This is an optimization exercise on Yosys and OpenROAD, whose aim is small area, a short achievable clock period and few clock cycles, not a production implementation.
Only simulation tests tie the RTL to the original design; equivalence was not proved.

## flow/design.v

```verilog
package mfalu_pkg;
   localparam logic [2:0] KIND_MUL = 3'd0;
   localparam logic [2:0] KIND_DIV = 3'd1;
   localparam logic [2:0] KIND_ADD = 3'd2;
   localparam logic [2:0] KIND_SUB = 3'd3;
   localparam logic [2:0] KIND_CMP = 3'd4;
   localparam logic [1:0] ORDER_LESS    = 2'd0;
   localparam logic [1:0] ORDER_EQUAL   = 2'd1;
   localparam logic [1:0] ORDER_GREATER = 2'd2;
   typedef enum logic [2:0] {
      MS_IMP_A = 3'd0,
      MS_IMP_B = 3'd1,
      MS_P1    = 3'd2,
      MS_P2    = 3'd3,
      MS_DEN   = 3'd4
   } mul_src_type;
   typedef enum logic [1:0] {
      DS_NUM_G   = 2'd0,
      DS_DEN_G   = 2'd1,
      DS_NUM_DEN = 2'd2
   } div_src_type;
   typedef struct packed {
      logic        load;
      logic        mul_start;
      logic        mul_save;
      mul_src_type mul_src;
      logic        combine;
      logic        gcd_init;
      logic        gcd_step;
      logic        gcd_shift;
      logic        div_start;
      logic        div_save;
      div_src_type div_src;
      logic        out_load;
   } cmd_type;
   typedef struct packed {
      logic mul_busy;
      logic div_busy;
      logic arith;
      logic u_zero;
      logic k_zero;
   } status_type;
endpackage
module mfalu_mul (
   input  logic         clock,
   input  logic         reset,
   input  logic         start,
   input  logic [63:0]  op_x,
   input  logic [63:0]  op_y,
   output logic         busy,
   output logic [127:0] acc
);
   logic [63:0]  x_ff, x_in, y_ff, y_in;
   logic [63:0]  prod_ff, prod_in;
   logic [1:0]   pshift_ff, pshift_in;
   logic         pvalid_ff, pvalid_in;
   logic [2:0]   cnt_ff, cnt_in;
   logic         busy_ff, busy_in;
   logic [127:0] acc_ff, acc_in;
   logic [31:0]  xh, yh;
   logic [127:0] pp;
   assign xh = cnt_ff[1] ? x_ff[63:32] : x_ff[31:0];
   assign yh = cnt_ff[0] ? y_ff[63:32] : y_ff[31:0];
   assign prod_in = xh * yh;
   assign pshift_in = {1'b0, cnt_ff[1]} + {1'b0, cnt_ff[0]};
   always_comb begin
      pp = {64'd0, prod_ff};
      case (pshift_ff)
         2'd1:    pp = {32'd0, prod_ff, 32'd0};
         2'd2:    pp = {prod_ff, 64'd0};
         default: pp = {64'd0, prod_ff};
      endcase
   end
   always_comb begin
      x_in      = x_ff;
      y_in      = y_ff;
      acc_in    = acc_ff;
      cnt_in    = cnt_ff;
      busy_in   = busy_ff;
      pvalid_in = 1'b0;
      if (pvalid_ff) begin
         acc_in = acc_ff + pp;
      end
      if (start) begin
         x_in    = op_x;
         y_in    = op_y;
         acc_in  = '0;
         cnt_in  = '0;
         busy_in = 1'b1;
      end else if (busy_ff) begin
         if (cnt_ff != 3'd4) begin
            pvalid_in = 1'b1;
            cnt_in    = cnt_ff + 3'd1;
         end else begin
            busy_in = 1'b0;
         end
      end
   end
   always_ff @(posedge clock) begin
      x_ff      <= x_in;
      y_ff      <= y_in;
      prod_ff   <= prod_in;
      pshift_ff <= pshift_in;
      acc_ff    <= acc_in;
      if (reset) begin
         busy_ff   <= 1'b0;
         pvalid_ff <= 1'b0;
         cnt_ff    <= '0;
      end else begin
         busy_ff   <= busy_in;
         pvalid_ff <= pvalid_in;
         cnt_ff    <= cnt_in;
      end
   end
   assign busy = busy_ff;
   assign acc  = acc_ff;
endmodule
module mfalu_div (
   input  logic         clock,
   input  logic         reset,
   input  logic         start,
   input  logic [127:0] dividend,
   input  logic [127:0] divisor,
   output logic         busy,
   output logic [127:0] quo,
   output logic [127:0] rem
);
   logic [127:0] n_ff, n_in, d_ff, d_in, rr_ff, rr_in, q_ff, q_in;
   logic [6:0]   cnt_ff, cnt_in;
   logic         busy_ff, busy_in;
   logic [127:0] sh;
   logic         ge;
   assign sh = {rr_ff[126:0], n_ff[127]};
   assign ge = sh >= d_ff;
   always_comb begin
      n_in    = n_ff;
      d_in    = d_ff;
      rr_in   = rr_ff;
      q_in    = q_ff;
      cnt_in  = cnt_ff;
      busy_in = busy_ff;
      if (start) begin
         n_in    = dividend;
         d_in    = divisor;
         rr_in   = '0;
         q_in    = '0;
         cnt_in  = '0;
         busy_in = 1'b1;
      end else if (busy_ff) begin
         rr_in  = ge ? sh - d_ff : sh;
         q_in   = {q_ff[126:0], ge};
         n_in   = {n_ff[126:0], 1'b0};
         cnt_in = cnt_ff + 7'd1;
         if (cnt_ff == 7'd127) begin
            busy_in = 1'b0;
         end
      end
   end
   always_ff @(posedge clock) begin
      n_ff  <= n_in;
      d_ff  <= d_in;
      rr_ff <= rr_in;
      q_ff  <= q_in;
      if (reset) begin
         busy_ff <= 1'b0;
         cnt_ff  <= '0;
      end else begin
         busy_ff <= busy_in;
         cnt_ff  <= cnt_in;
      end
   end
   assign busy = busy_ff;
   assign quo  = q_ff;
   assign rem  = rr_ff;
endmodule
module mfalu_datapath #(
   parameter int WORD_WIDTH = 32
) (
   input  logic                 clock,
   input  logic                 reset,
   input  logic [14:0]          cmd_w,
   output logic [4:0]           status_w,
   input  logic [2:0]           req_kind,
   input  logic [31:0]          req_a_whole,
   input  logic [31:0]          req_a_numerator,
   input  logic [30:0]          req_a_denominator,
   input  logic [31:0]          req_b_whole,
   input  logic [31:0]          req_b_numerator,
   input  logic [30:0]          req_b_denominator,
   output logic [31:0]          res_whole,
   output logic [31:0]          res_numerator,
   output logic [30:0]          res_denominator,
   output logic [1:0]           res_order,
   output logic                 res_overflow
);
   mfalu_pkg::cmd_type    cmd;
   mfalu_pkg::status_type status;
   assign cmd      = cmd_w;
   assign status_w = status;
   localparam logic [127:0] LIM = 128'(1) << (WORD_WIDTH - 1);
   logic [2:0]   kind_ff, kind_in;
   logic [31:0]  aw_ff, aw_in, anum_ff, anum_in, bw_ff, bw_in, bnum_ff, bnum_in;
   logic [30:0]  ad_ff, ad_in, bd_ff, bd_in;
   logic         an_ff, an_in, bn_ff, bn_in;
   logic [63:0]  am_ff, am_in, bm_ff, bm_in;
   logic         p1n_ff, p1n_in, p2n_ff, p2n_in;
   logic [127:0] p1m_ff, p1m_in, p2m_ff, p2m_in;
   logic         nneg_ff, nneg_in;
   logic [127:0] nmag_ff, nmag_in, den_ff, den_in;
   logic [1:0]   order_ff, order_in;
   logic [127:0] u_ff, u_in, v_ff, v_in;
   logic [6:0]   k_ff, k_in;
   logic [127:0] quo_ff, quo_in, rem_ff, rem_in;
   logic [31:0]  rw_ff, rw_in, rn_ff, rn_in;
   logic [30:0]  rd_ff, rd_in;
   logic [1:0]   ro_ff, ro_in;
   logic         rv_ff, rv_in;
   logic [63:0]  mul_x, mul_y;
   logic         mul_busy;
   logic [127:0] mul_acc;
   logic [127:0] div_n, div_d, div_q, div_r;
   logic         div_busy;
   logic         arith;
   logic [31:0]  fw, fnum;
   logic [64:0]  pv, sum65, mag65;
   assign arith = (kind_ff == mfalu_pkg::KIND_MUL) || (kind_ff == mfalu_pkg::KIND_DIV) ||
                  (kind_ff == mfalu_pkg::KIND_ADD) || (kind_ff == mfalu_pkg::KIND_SUB);
   function automatic logic [31:0] mag32(input logic [31:0] w);
      mag32 = w[31] ? (~w + 32'd1) : w;
   endfunction
   always_comb begin
      mul_x = '0;
      mul_y = '0;
      case (cmd.mul_src)
         mfalu_pkg::MS_IMP_A: begin
            mul_x = {32'd0, mag32(aw_ff)};
            mul_y = {33'd0, ad_ff};
         end
         mfalu_pkg::MS_IMP_B: begin
            mul_x = {32'd0, mag32(bw_ff)};
            mul_y = {33'd0, bd_ff};
         end
         mfalu_pkg::MS_P1: begin
            mul_x = am_ff;
            mul_y = (kind_ff == mfalu_pkg::KIND_MUL) ? bm_ff : {33'd0, bd_ff};
         end
         mfalu_pkg::MS_P2: begin
            mul_x = bm_ff;
            mul_y = {33'd0, ad_ff};
         end
         mfalu_pkg::MS_DEN: begin
            mul_x = {33'd0, ad_ff};
            mul_y = (kind_ff == mfalu_pkg::KIND_DIV) ? bm_ff : {33'd0, bd_ff};
         end
         default: begin
            mul_x = '0;
            mul_y = '0;
         end
      endcase
   end
   mfalu_mul u_mul (
      .clock (clock),
      .reset (reset),
      .start (cmd.mul_start),
      .op_x  (mul_x),
      .op_y  (mul_y),
      .busy  (mul_busy),
      .acc   (mul_acc)
   );
   always_comb begin
      div_n = nmag_ff;
      div_d = v_ff;
      case (cmd.div_src)
         mfalu_pkg::DS_NUM_G: begin
            div_n = nmag_ff;
            div_d = v_ff;
         end
         mfalu_pkg::DS_DEN_G: begin
            div_n = den_ff;
            div_d = v_ff;
         end
         mfalu_pkg::DS_NUM_DEN: begin
            div_n = nmag_ff;
            div_d = den_ff;
         end
         default: begin
            div_n = nmag_ff;
            div_d = den_ff;
         end
      endcase
   end
   mfalu_div u_div (
      .clock    (clock),
      .reset    (reset),
      .start    (cmd.div_start),
      .dividend (div_n),
      .divisor  (div_d),
      .busy     (div_busy),
      .quo      (div_q),
      .rem      (div_r)
   );
   always_comb begin
      fw    = (cmd.mul_src == mfalu_pkg::MS_IMP_B) ? bw_ff : aw_ff;
      fnum  = (cmd.mul_src == mfalu_pkg::MS_IMP_B) ? bnum_ff : anum_ff;
      pv    = {1'b0, mul_acc[63:0]};
      if (fw[31]) begin
         pv = ~pv + 65'd1;
      end
      sum65 = pv + {{33{fnum[31]}}, fnum};
      mag65 = sum65[64] ? (~sum65 + 65'd1) : sum65;
   end
   always_comb begin
      kind_in  = kind_ff;
      aw_in    = aw_ff;
      anum_in  = anum_ff;
      ad_in    = ad_ff;
      bw_in    = bw_ff;
      bnum_in  = bnum_ff;
      bd_in    = bd_ff;
      an_in    = an_ff;
      am_in    = am_ff;
      bn_in    = bn_ff;
      bm_in    = bm_ff;
      p1n_in   = p1n_ff;
      p1m_in   = p1m_ff;
      p2n_in   = p2n_ff;
      p2m_in   = p2m_ff;
      nneg_in  = nneg_ff;
      nmag_in  = nmag_ff;
      den_in   = den_ff;
      order_in = order_ff;
      u_in     = u_ff;
      v_in     = v_ff;
      k_in     = k_ff;
      quo_in   = quo_ff;
      rem_in   = rem_ff;
      rw_in    = rw_ff;
      rn_in    = rn_ff;
      rd_in    = rd_ff;
      ro_in    = ro_ff;
      rv_in    = rv_ff;
      if (cmd.load) begin
         kind_in = req_kind;
         aw_in   = req_a_whole;
         anum_in = req_a_numerator;
         ad_in   = (req_a_denominator == '0) ? 31'd1 : req_a_denominator;
         bw_in   = req_b_whole;
         bnum_in = req_b_numerator;
         bd_in   = (req_b_denominator == '0) ? 31'd1 : req_b_denominator;
      end
      if (cmd.mul_save) begin
         case (cmd.mul_src)
            mfalu_pkg::MS_IMP_A: begin
               an_in = sum65[64];
               am_in = mag65[63:0];
            end
            mfalu_pkg::MS_IMP_B: begin
               bn_in = sum65[64];
               bm_in = mag65[63:0];
            end
            mfalu_pkg::MS_P1: begin
               p1m_in = mul_acc;
               p1n_in = ((kind_ff == mfalu_pkg::KIND_MUL) || (kind_ff == mfalu_pkg::KIND_DIV)) ?
                        (an_ff ^ bn_ff) : an_ff;
               if (mul_acc == '0) begin
                  p1n_in = 1'b0;
               end
            end
            mfalu_pkg::MS_P2: begin
               p2m_in = mul_acc;
               p2n_in = (kind_ff == mfalu_pkg::KIND_SUB) ? !bn_ff : bn_ff;
               if (mul_acc == '0) begin
                  p2n_in = 1'b0;
               end
            end
            mfalu_pkg::MS_DEN: begin
               den_in = mul_acc;
            end
            default: begin
               den_in = den_ff;
            end
         endcase
      end
      if (cmd.combine) begin
         nneg_in = p1n_ff;
         nmag_in = p1m_ff;
         if (kind_ff == mfalu_pkg::KIND_DIV && den_ff == '0) begin
            den_in  = 128'd1;
            nneg_in = an_ff && (p1m_ff != '0);
         end
         if (kind_ff == mfalu_pkg::KIND_ADD || kind_ff == mfalu_pkg::KIND_SUB) begin
            if (p1n_ff == p2n_ff) begin
               nmag_in = p1m_ff + p2m_ff;
               nneg_in = p1n_ff;
            end else if (p1m_ff >= p2m_ff) begin
               nmag_in = p1m_ff - p2m_ff;
               nneg_in = p1n_ff;
            end else begin
               nmag_in = p2m_ff - p1m_ff;
               nneg_in = p2n_ff;
            end
            if (nmag_in == '0) begin
               nneg_in = 1'b0;
            end
         end
         if (p1n_ff != p2n_ff) begin
            order_in = p1n_ff ? mfalu_pkg::ORDER_LESS : mfalu_pkg::ORDER_GREATER;
         end else if (p1m_ff == p2m_ff) begin
            order_in = mfalu_pkg::ORDER_EQUAL;
         end else if ((p1m_ff < p2m_ff) != p1n_ff) begin
            order_in = mfalu_pkg::ORDER_LESS;
         end else begin
            order_in = mfalu_pkg::ORDER_GREATER;
         end
      end
      if (cmd.gcd_init) begin
         u_in = nmag_ff;
         v_in = den_ff;
         k_in = '0;
      end
      if (cmd.gcd_step) begin
         if (!u_ff[0] && !v_ff[0]) begin
            u_in = u_ff >> 1;
            v_in = v_ff >> 1;
            k_in = k_ff + 7'd1;
         end else if (!u_ff[0]) begin
            u_in = u_ff >> 1;
         end else if (!v_ff[0]) begin
            v_in = v_ff >> 1;
         end else if (u_ff >= v_ff) begin
            u_in = u_ff - v_ff;
         end else begin
            v_in = v_ff - u_ff;
         end
      end
      if (cmd.gcd_shift) begin
         v_in = v_ff << 1;
         k_in = k_ff - 7'd1;
      end
      if (cmd.div_save) begin
         case (cmd.div_src)
            mfalu_pkg::DS_NUM_G:   nmag_in = div_q;
            mfalu_pkg::DS_DEN_G:   den_in  = div_q;
            mfalu_pkg::DS_NUM_DEN: begin
               quo_in = div_q;
               rem_in = div_r;
            end
            default:    quo_in  = div_q;
         endcase
      end
      if (cmd.out_load) begin
         rw_in = '0;
         rn_in = '0;
         rd_in = 31'd1;
         ro_in = mfalu_pkg::ORDER_LESS;
         rv_in = 1'b0;
         if (arith) begin
            rw_in = nneg_ff ? (~quo_ff[31:0] + 32'd1) : quo_ff[31:0];
            rn_in = nneg_ff ? (~rem_ff[31:0] + 32'd1) : rem_ff[31:0];
            rd_in = den_ff[30:0];
            rv_in = (quo_ff > LIM) || (quo_ff == LIM && !nneg_ff) ||
                    (den_ff > LIM - 128'd1);
         end else if (kind_ff == mfalu_pkg::KIND_CMP) begin
            ro_in = order_ff;
         end
      end
   end
   always_ff @(posedge clock) begin
      kind_ff  <= kind_in;
      aw_ff    <= aw_in;
      anum_ff  <= anum_in;
      ad_ff    <= ad_in;
      bw_ff    <= bw_in;
      bnum_ff  <= bnum_in;
      bd_ff    <= bd_in;
      an_ff    <= an_in;
      am_ff    <= am_in;
      bn_ff    <= bn_in;
      bm_ff    <= bm_in;
      p1n_ff   <= p1n_in;
      p1m_ff   <= p1m_in;
      p2n_ff   <= p2n_in;
      p2m_ff   <= p2m_in;
      nneg_ff  <= nneg_in;
      nmag_ff  <= nmag_in;
      den_ff   <= den_in;
      order_ff <= order_in;
      u_ff     <= u_in;
      v_ff     <= v_in;
      k_ff     <= k_in;
      quo_ff   <= quo_in;
      rem_ff   <= rem_in;
      rw_ff    <= rw_in;
      rn_ff    <= rn_in;
      rd_ff    <= rd_in;
      ro_ff    <= ro_in;
      rv_ff    <= rv_in;
   end
   assign status.mul_busy = mul_busy;
   assign status.div_busy = div_busy;
   assign status.arith    = arith;
   assign status.u_zero   = (u_ff == '0);
   assign status.k_zero   = (k_ff == '0);
   assign res_whole       = rw_ff;
   assign res_numerator   = rn_ff;
   assign res_denominator = rd_ff;
   assign res_order       = ro_ff;
   assign res_overflow    = rv_ff;
endmodule
module mfalu_ctrl (
   input  logic                  clock,
   input  logic                  reset,
   input  logic                  req_valid,
   output logic                  req_stall,
   output logic                  rsp_valid,
   input  logic                  rsp_stall,
   input  logic [4:0]            status_w,
   output logic [14:0]           cmd_w
);
   mfalu_pkg::status_type status;
   mfalu_pkg::cmd_type    cmd;
   assign status = status_w;
   assign cmd_w  = cmd;
   typedef enum logic [11:0] {
      ST_IDLE      = 12'b000000000001,
      ST_IMP_GO    = 12'b000000000010,
      ST_IMP_WAIT  = 12'b000000000100,
      ST_PRD_GO    = 12'b000000001000,
      ST_PRD_WAIT  = 12'b000000010000,
      ST_COMBINE   = 12'b000000100000,
      ST_GCD_INIT  = 12'b000001000000,
      ST_GCD_RUN   = 12'b000010000000,
      ST_GCD_SHIFT = 12'b000100000000,
      ST_DIV_GO    = 12'b001000000000,
      ST_DIV_WAIT  = 12'b010000000000,
      ST_FINISH    = 12'b100000000000
   } state_type;
   state_type   state_ff, state_in;
   mfalu_pkg::mul_src_type msrc_ff, msrc_in;
   mfalu_pkg::div_src_type dsrc_ff, dsrc_in;
   logic        rvalid_ff, rvalid_in;
   logic        out_free;
   assign out_free  = !rvalid_ff || !rsp_stall;
   assign req_stall = (state_ff != ST_IDLE);
   always_comb begin
      state_in = state_ff;
      msrc_in  = msrc_ff;
      dsrc_in  = dsrc_ff;
      cmd      = '0;
      cmd.mul_src = msrc_ff;
      cmd.div_src = dsrc_ff;
      case (state_ff)
         ST_IDLE: begin
            if (req_valid) begin
               cmd.load = 1'b1;
               msrc_in  = mfalu_pkg::MS_IMP_A;
               state_in = ST_IMP_GO;
            end
         end
         ST_IMP_GO: begin
            cmd.mul_start = 1'b1;
            state_in      = ST_IMP_WAIT;
         end
         ST_IMP_WAIT: begin
            if (!status.mul_busy) begin
               cmd.mul_save = 1'b1;
               if (msrc_ff == mfalu_pkg::MS_IMP_A) begin
                  msrc_in  = mfalu_pkg::MS_IMP_B;
                  state_in = ST_IMP_GO;
               end else begin
                  msrc_in  = mfalu_pkg::MS_P1;
                  state_in = ST_PRD_GO;
               end
            end
         end
         ST_PRD_GO: begin
            cmd.mul_start = 1'b1;
            state_in      = ST_PRD_WAIT;
         end
         ST_PRD_WAIT: begin
            if (!status.mul_busy) begin
               cmd.mul_save = 1'b1;
               case (msrc_ff)
                  mfalu_pkg::MS_P1: begin
                     msrc_in  = mfalu_pkg::MS_P2;
                     state_in = ST_PRD_GO;
                  end
                  mfalu_pkg::MS_P2: begin
                     msrc_in  = mfalu_pkg::MS_DEN;
                     state_in = ST_PRD_GO;
                  end
                  default: state_in = ST_COMBINE;
               endcase
            end
         end
         ST_COMBINE: begin
            cmd.combine = 1'b1;
            state_in    = status.arith ? ST_GCD_INIT : ST_FINISH;
         end
         ST_GCD_INIT: begin
            cmd.gcd_init = 1'b1;
            state_in     = ST_GCD_RUN;
         end
         ST_GCD_RUN: begin
            if (status.u_zero) begin
               state_in = ST_GCD_SHIFT;
            end else begin
               cmd.gcd_step = 1'b1;
            end
         end
         ST_GCD_SHIFT: begin
            if (status.k_zero) begin
               dsrc_in  = mfalu_pkg::DS_NUM_G;
               state_in = ST_DIV_GO;
            end else begin
               cmd.gcd_shift = 1'b1;
            end
         end
         ST_DIV_GO: begin
            cmd.div_start = 1'b1;
            state_in      = ST_DIV_WAIT;
         end
         ST_DIV_WAIT: begin
            if (!status.div_busy) begin
               cmd.div_save = 1'b1;
               case (dsrc_ff)
                  mfalu_pkg::DS_NUM_G: begin
                     dsrc_in  = mfalu_pkg::DS_DEN_G;
                     state_in = ST_DIV_GO;
                  end
                  mfalu_pkg::DS_DEN_G: begin
                     dsrc_in  = mfalu_pkg::DS_NUM_DEN;
                     state_in = ST_DIV_GO;
                  end
                  default: state_in = ST_FINISH;
               endcase
            end
         end
         ST_FINISH: begin
            if (out_free) begin
               cmd.out_load = 1'b1;
               state_in     = ST_IDLE;
            end
         end
         default: state_in = ST_IDLE;
      endcase
   end
   always_comb begin
      rvalid_in = rvalid_ff;
      if (rvalid_ff && !rsp_stall) begin
         rvalid_in = 1'b0;
      end
      if (cmd.out_load) begin
         rvalid_in = 1'b1;
      end
   end
   always_ff @(posedge clock) begin
      if (reset) begin
         state_ff  <= ST_IDLE;
         msrc_ff   <= mfalu_pkg::MS_IMP_A;
         dsrc_ff   <= mfalu_pkg::DS_NUM_G;
         rvalid_ff <= 1'b0;
      end else begin
         state_ff  <= state_in;
         msrc_ff   <= msrc_in;
         dsrc_ff   <= dsrc_in;
         rvalid_ff <= rvalid_in;
      end
   end
   assign rsp_valid = rvalid_ff;
endmodule
module mixed_fraction_alu_unit #(
   parameter int WORD_WIDTH = 32
) (
   input  logic        clock,
   input  logic        reset,
   input  logic        req_valid,
   output logic        req_stall,
   input  logic [2:0]  req_kind,
   input  logic signed [31:0] req_a_whole,
   input  logic signed [31:0] req_a_numerator,
   input  logic [30:0] req_a_denominator,
   input  logic signed [31:0] req_b_whole,
   input  logic signed [31:0] req_b_numerator,
   input  logic [30:0] req_b_denominator,
   output logic        rsp_valid,
   input  logic        rsp_stall,
   output logic signed [31:0] rsp_res_whole,
   output logic signed [31:0] rsp_res_numerator,
   output logic [30:0] rsp_res_denominator,
   output logic [1:0]  rsp_order,
   output logic        rsp_overflow
);
   mfalu_pkg::cmd_type    cmd;
   mfalu_pkg::status_type status;
   mfalu_ctrl u_ctrl (
      .clock     (clock),
      .reset     (reset),
      .req_valid (req_valid),
      .req_stall (req_stall),
      .rsp_valid (rsp_valid),
      .rsp_stall (rsp_stall),
      .status_w  (status),
      .cmd_w     (cmd)
   );
   mfalu_datapath #(
      .WORD_WIDTH (WORD_WIDTH)
   ) u_dp (
      .clock             (clock),
      .reset             (reset),
      .cmd_w             (cmd),
      .status_w          (status),
      .req_kind          (req_kind),
      .req_a_whole       (req_a_whole),
      .req_a_numerator   (req_a_numerator),
      .req_a_denominator (req_a_denominator),
      .req_b_whole       (req_b_whole),
      .req_b_numerator   (req_b_numerator),
      .req_b_denominator (req_b_denominator),
      .res_whole         (rsp_res_whole),
      .res_numerator     (rsp_res_numerator),
      .res_denominator   (rsp_res_denominator),
      .res_order         (rsp_order),
      .res_overflow      (rsp_overflow)
   );
endmodule
```

## flow/run.sh

```bash
#!/bin/bash
# synth_recipe.tcl (not shown) runs the flow's synth.tcl, then flattens the netlist and writes it again
# the make line also repeats each setting of config.mk as NAME=value (left out here)
make -C /OpenROAD-flow-scripts/flow DESIGN_CONFIG=/design/flow/config.mk WORK_HOME=/design/flow/orfs CLKGATE_MAP_FILE= SYNTH_SCRIPT=/design/flow/synth_recipe.tcl finish
```

## flow/constraint.sdc

```tcl
create_clock -name core_clock -period 10.0 [get_ports {clock}]
set_input_delay 2.0000 -clock core_clock [delete_from_list [all_inputs] [get_ports {clock}]]
set_output_delay 2.0000 -clock core_clock [all_outputs]
set_load 0.01 [all_outputs]
```

## flow/config.mk

```make
export PLATFORM = sky130hd
export DESIGN_NAME = mixed_fraction_alu_unit
export DESIGN_NICKNAME = mixed_fraction_alu_unit
export VERILOG_FILES = /design/flow/design.v
export SDC_FILE = /design/flow/constraint.sdc
export NUM_CORES = 4
export LEC_CHECK = 0
export CAP_MARGIN = 20
export CORE_MARGIN = 2
export CORE_UTILIZATION = 25
export PLACE_DENSITY = 0.45
export SLEW_MARGIN = 20
```

==> metrics.md <==
| Metric | Value |
|---|---|
| Clock-pin slew on the worst setup and hold paths | `0.06 ns` |
| Achievable Freq | `0.1062 GHz` |
| Average size of a mapped cell | `8.416 um^2` |
| Hold buffer count at cts | `0` |
| Async set or reset register ratio after synthesis | `0%` |
| Root Buffer | `clkbuf_16` |
| Core Region | `764300 um^2` |
| Die width | `880.0 um` |
| Min cycle time layout | `9.420 ns` |
| Final Skew | `0.1446 ns` |
| WHS | `0.4561 ns` |
| Synth Register Bits | `2225` |
| Grt ovf | `0` |
| Yosys top cell area share | `19.19%` |
| RSZ-0062 raised after global routing | `false` |
| Clock sinks | `2225` |
| Rows | `321` |
| TritonCTS Buffers | `281` |
| Gpl congestion | `1.039` |
| HP Class | `reg2reg` |
| Largest net degree at the start of global routing | `191` |
| Dominant cell type by area after synthesis | `edfxtp_1` |
| First-pass GRT wire length | `1389000 um` |
| CP Class | `reg2reg` |
| Commonest cells post-synth | `2500 x nand2_1, 2171 x nor2_1, 1896 x inv_1, 1792 x a21oi_1, 1675 x o21ai_0` |
| Tot GR Track Use | `24.84%` |
| Initial DRC Count | `19960` |
| Routed len/inst | `30.46 um` |
| Total die area | `774400 um^2` |
| Slowest-stage cell, CP | `mux2i_4` |
| Outcome | `complete, no violations` |
| Slew Viols, Final | `0` |
| CTS tree | `done` |
| Fillers | `82120` |
| Crit Path Max Fanout | `21` |
| Drc violations | `0` |
| Post-Route WL | `1004000 um` |
| Vias | `179700` |
| Number of global-route vias before repair | `174200` |
| Period utilization | `94.20%` |
| Max incr delay on CP | `0.62 ns` |
| Worst Setup End Kind | `flop` |
| Post-DRT Antenna Nets | `0` |
| Max clock buf depth | `4` |
| DR pass1 iterations | `10` |
| Initial antenna violation count | `102` |
| Max_cap viols | `0` |
| Via-to-Cell Ratio | `5.451` |
| IO buf count | `296` |
| DP Area | `207400 um^2` |
| HPWL after detailed placement | `805200 um` |
| Worst slew pin tran | `1.293 ns` |
| Top cells by area, synth | `edfxtp_1 19%, dfxtp_1 10%, fa_1 9.4%` |
| CTS HTree Levels | `5` |
| Seq/Total Area, Yosys | `29.62%` |
| Final setup viols | `0` |
| Syn Nets | `25130` |
| Fraction of layout cells with a size suffix above 1 | `6.187%` |
| Mapped Area | `191800 um^2` |
| Starting Density | `25.10%` |
| Mapped Cells | `22790` |
| Post-CTS sizing | `0` |
| Area grow syn2layout | `12.93%` |
| Most frequent cell after synthesis | `nand2_1` |
| Startpoint Class | `flop` |
| Nets | `24850` |
| Top FF cell, synth | `edfxtp_1` |
| Rel. slew slack | `13.10%` |
| Design Area, Final | `216600 um^2` |
| Setup TNS | `0 ns` |
| Die Ht | `880.0 um` |
| Ys Warns | `4` |
| CP arrival | `10.25 ns` |
| Post-synth EDFFs | `1226` |
| Endpoints failing hold | `0` |
| Io pins | `297` |
| Worst-Skew Late Latency | `1.05 ns` |
| Most used cell, CP | `fa_1` |
| Distinct cell type count after synthesis | `125` |
| Critical Path RT | `10.83 ns` |
| Post-CTS Setup Repair Bufs | `0` |
[path summary, 6_finish.rpt]
path                              from                      to  slack [ns]  depth (start not counted)
setup / recovery  u_dp.u_mul.cnt_ff[0]  u_dp.u_mul.prod_ff[62]        0.58                         29
hold / removal     u_dp.u_div.q_ff[58]         u_dp.den_ff[58]        0.46                          2
setup reg to reg  u_dp.u_mul.cnt_ff[0]  u_dp.u_mul.prod_ff[62]        0.58                         29
hold reg to reg    u_dp.u_div.q_ff[58]         u_dp.den_ff[58]        0.46                          2
[layer usage]
layer  share of wire [%]  up-vias  global-route usage (%)  wire [um]
li1                    -    80310                       -          -
met1                  42    89870                   32.69     423400
met2                  44     7844                   39.04     441300
met3                 6.9     1630                   3.594      69020
met4                 7.0       38                   14.08      70090
met5               0.027        -                       0        275
[cells in the final DEF (no fill, tap or decap), types with 101 or more instances in the layout]
cell type / netlist / final
o21a_1: 152 / 152
xnor2_1: 575 / 573
clkdlybuf4s50_1: 0 / 295
clkbuf_16: 0 / 286
nor2b_1: 153 / 148
nand2b_1: 144 / 140
nand2_1: 2500 / 2492
a211oi_1: 186 / 185
fa_1: 904 / 904
ha_1: 1234 / 1232
a21oi_1: 1792 / 1785
nor3_1: 306 / 302
o31ai_1: 172 / 171
o21ai_0: 1675 / 1665
a31oi_1: 181 / 181
nand3_1: 347 / 346
a21o_1: 425 / 425
and3_1: 102 / 101
and2_1: 181 / 181
xor2_1: 341 / 340
mux2i_1: 737 / 688
buf_4: 10 / 499
dfxtp_1: 999 / 991
inv_1: 1896 / 1892
o21bai_1: 334 / 334
nor4_1: 302 / 280
nand4_1: 387 / 387
edfxtp_1: 1226 / 1226
o211ai_1: 238 / 238
nor2_1: 2171 / 2153
o22ai_1: 131 / 131
[registers in the layout, indices dropped and copies added, names as in the netlist, 127 cells and up]
name	flops
u_dp.den_ff	128
u_dp.nmag_ff	128
u_dp.p1m_ff	128
u_dp.p2m_ff	128
u_dp.quo_ff	128
u_dp.u_div.d_ff	128
u_dp.u_div.n_ff	128
u_dp.u_div.q_ff	128
u_dp.u_div.rr_ff	127
u_dp.u_ff	128
u_dp.u_mul.acc_ff	128
u_dp.v_ff	128
[through the flow]
step / worst slack, ns / cells / util, %
floorplan: 0.7708 / 22790 / -
global placement: 0.5754 / 32400 / 27.13
detailed placement: 0.5924 / 32410 / 27.13
CTS: 0.5470 / 32910 / 28.33
global route: 0.1883 / 32930 / 28.34
finish: 0.5803 / 32960 / 28.35
[worst max-delay path, delay by kind of cell (launching register included)]
kind	cells	cell delay (ns)
xor+xnor	1	0.12
fa+ha+maj	9	4.35
mux	1	0.62
buf+inv	4	0.71
flops	1	0.46
simple gates	6	1.35
compound gates	8	1.65
[kinds of logic (layout without fill, tap and decap cells)]
kind of cell    count (synthesis)  in the layout  synth area share [%]
flops                        2225           2225                 29.62
fa+ha+maj                    2138           2138                 17.48
buf+inv                      3295           3242                 6.572
simple gates                 7007           7007                 16.66
compound gates               6377           6377                 21.04
mux                           834            834                 4.433
other cells                     0             48                     0
xor+xnor                      917            917                 4.196
[cell type report]
| class | count | area [um^2] | share of cell area (%) |
|---|---|---|---|
| Multi-Input combinational cell | 17270 | 123200 | 56.88 |
| Sequential cell | 2225 | 56840 | 26.24 |
| Tap cell | 10170 | 12730 | 5.876 |
| Clock buffer | 386 | 7802 | 3.602 |
| Timing Repair Buffer | 832 | 7440 | 3.434 |
| Inverter | 1901 | 7161 | 3.305 |
| Clock inverter | 123 | 1320 | 0.6093 |
| Antenna cell | 48 | 120.1 | 0.05544 |
Testbench counts, summed over its fixed seeds: cycles 209,899.

## what the ideal ports hide
How much do the figures lean on ideal ports? The routed layout below was timed once more, with nothing changed but the port constraints.
Step 1 assumes that a clkbuf_16 drives the clock port and a buf_2 every other input.
Step 2 times the ports against the registers' clock, not the clock port: input delays grow and output delays shrink by t, the midpoint of the rising clock arrivals with the driver on.
Slacks: ideal / step 1 / step 2; pairs: ideal / step 1.
t, ns: 1.115
setup WS [ns]: 0.580 / 0.580 / 0.580
hold slack, ns: 0.456 / 0.456 / 0.456
worst register clock-pin slew, ns: 0.09 / 0.09
cell pins on the clock port's net: 1
After both steps setup and hold are still met in this run. The setup slack of this run moves by 0.000 ns with the drivers and by 0.000 ns with both steps.
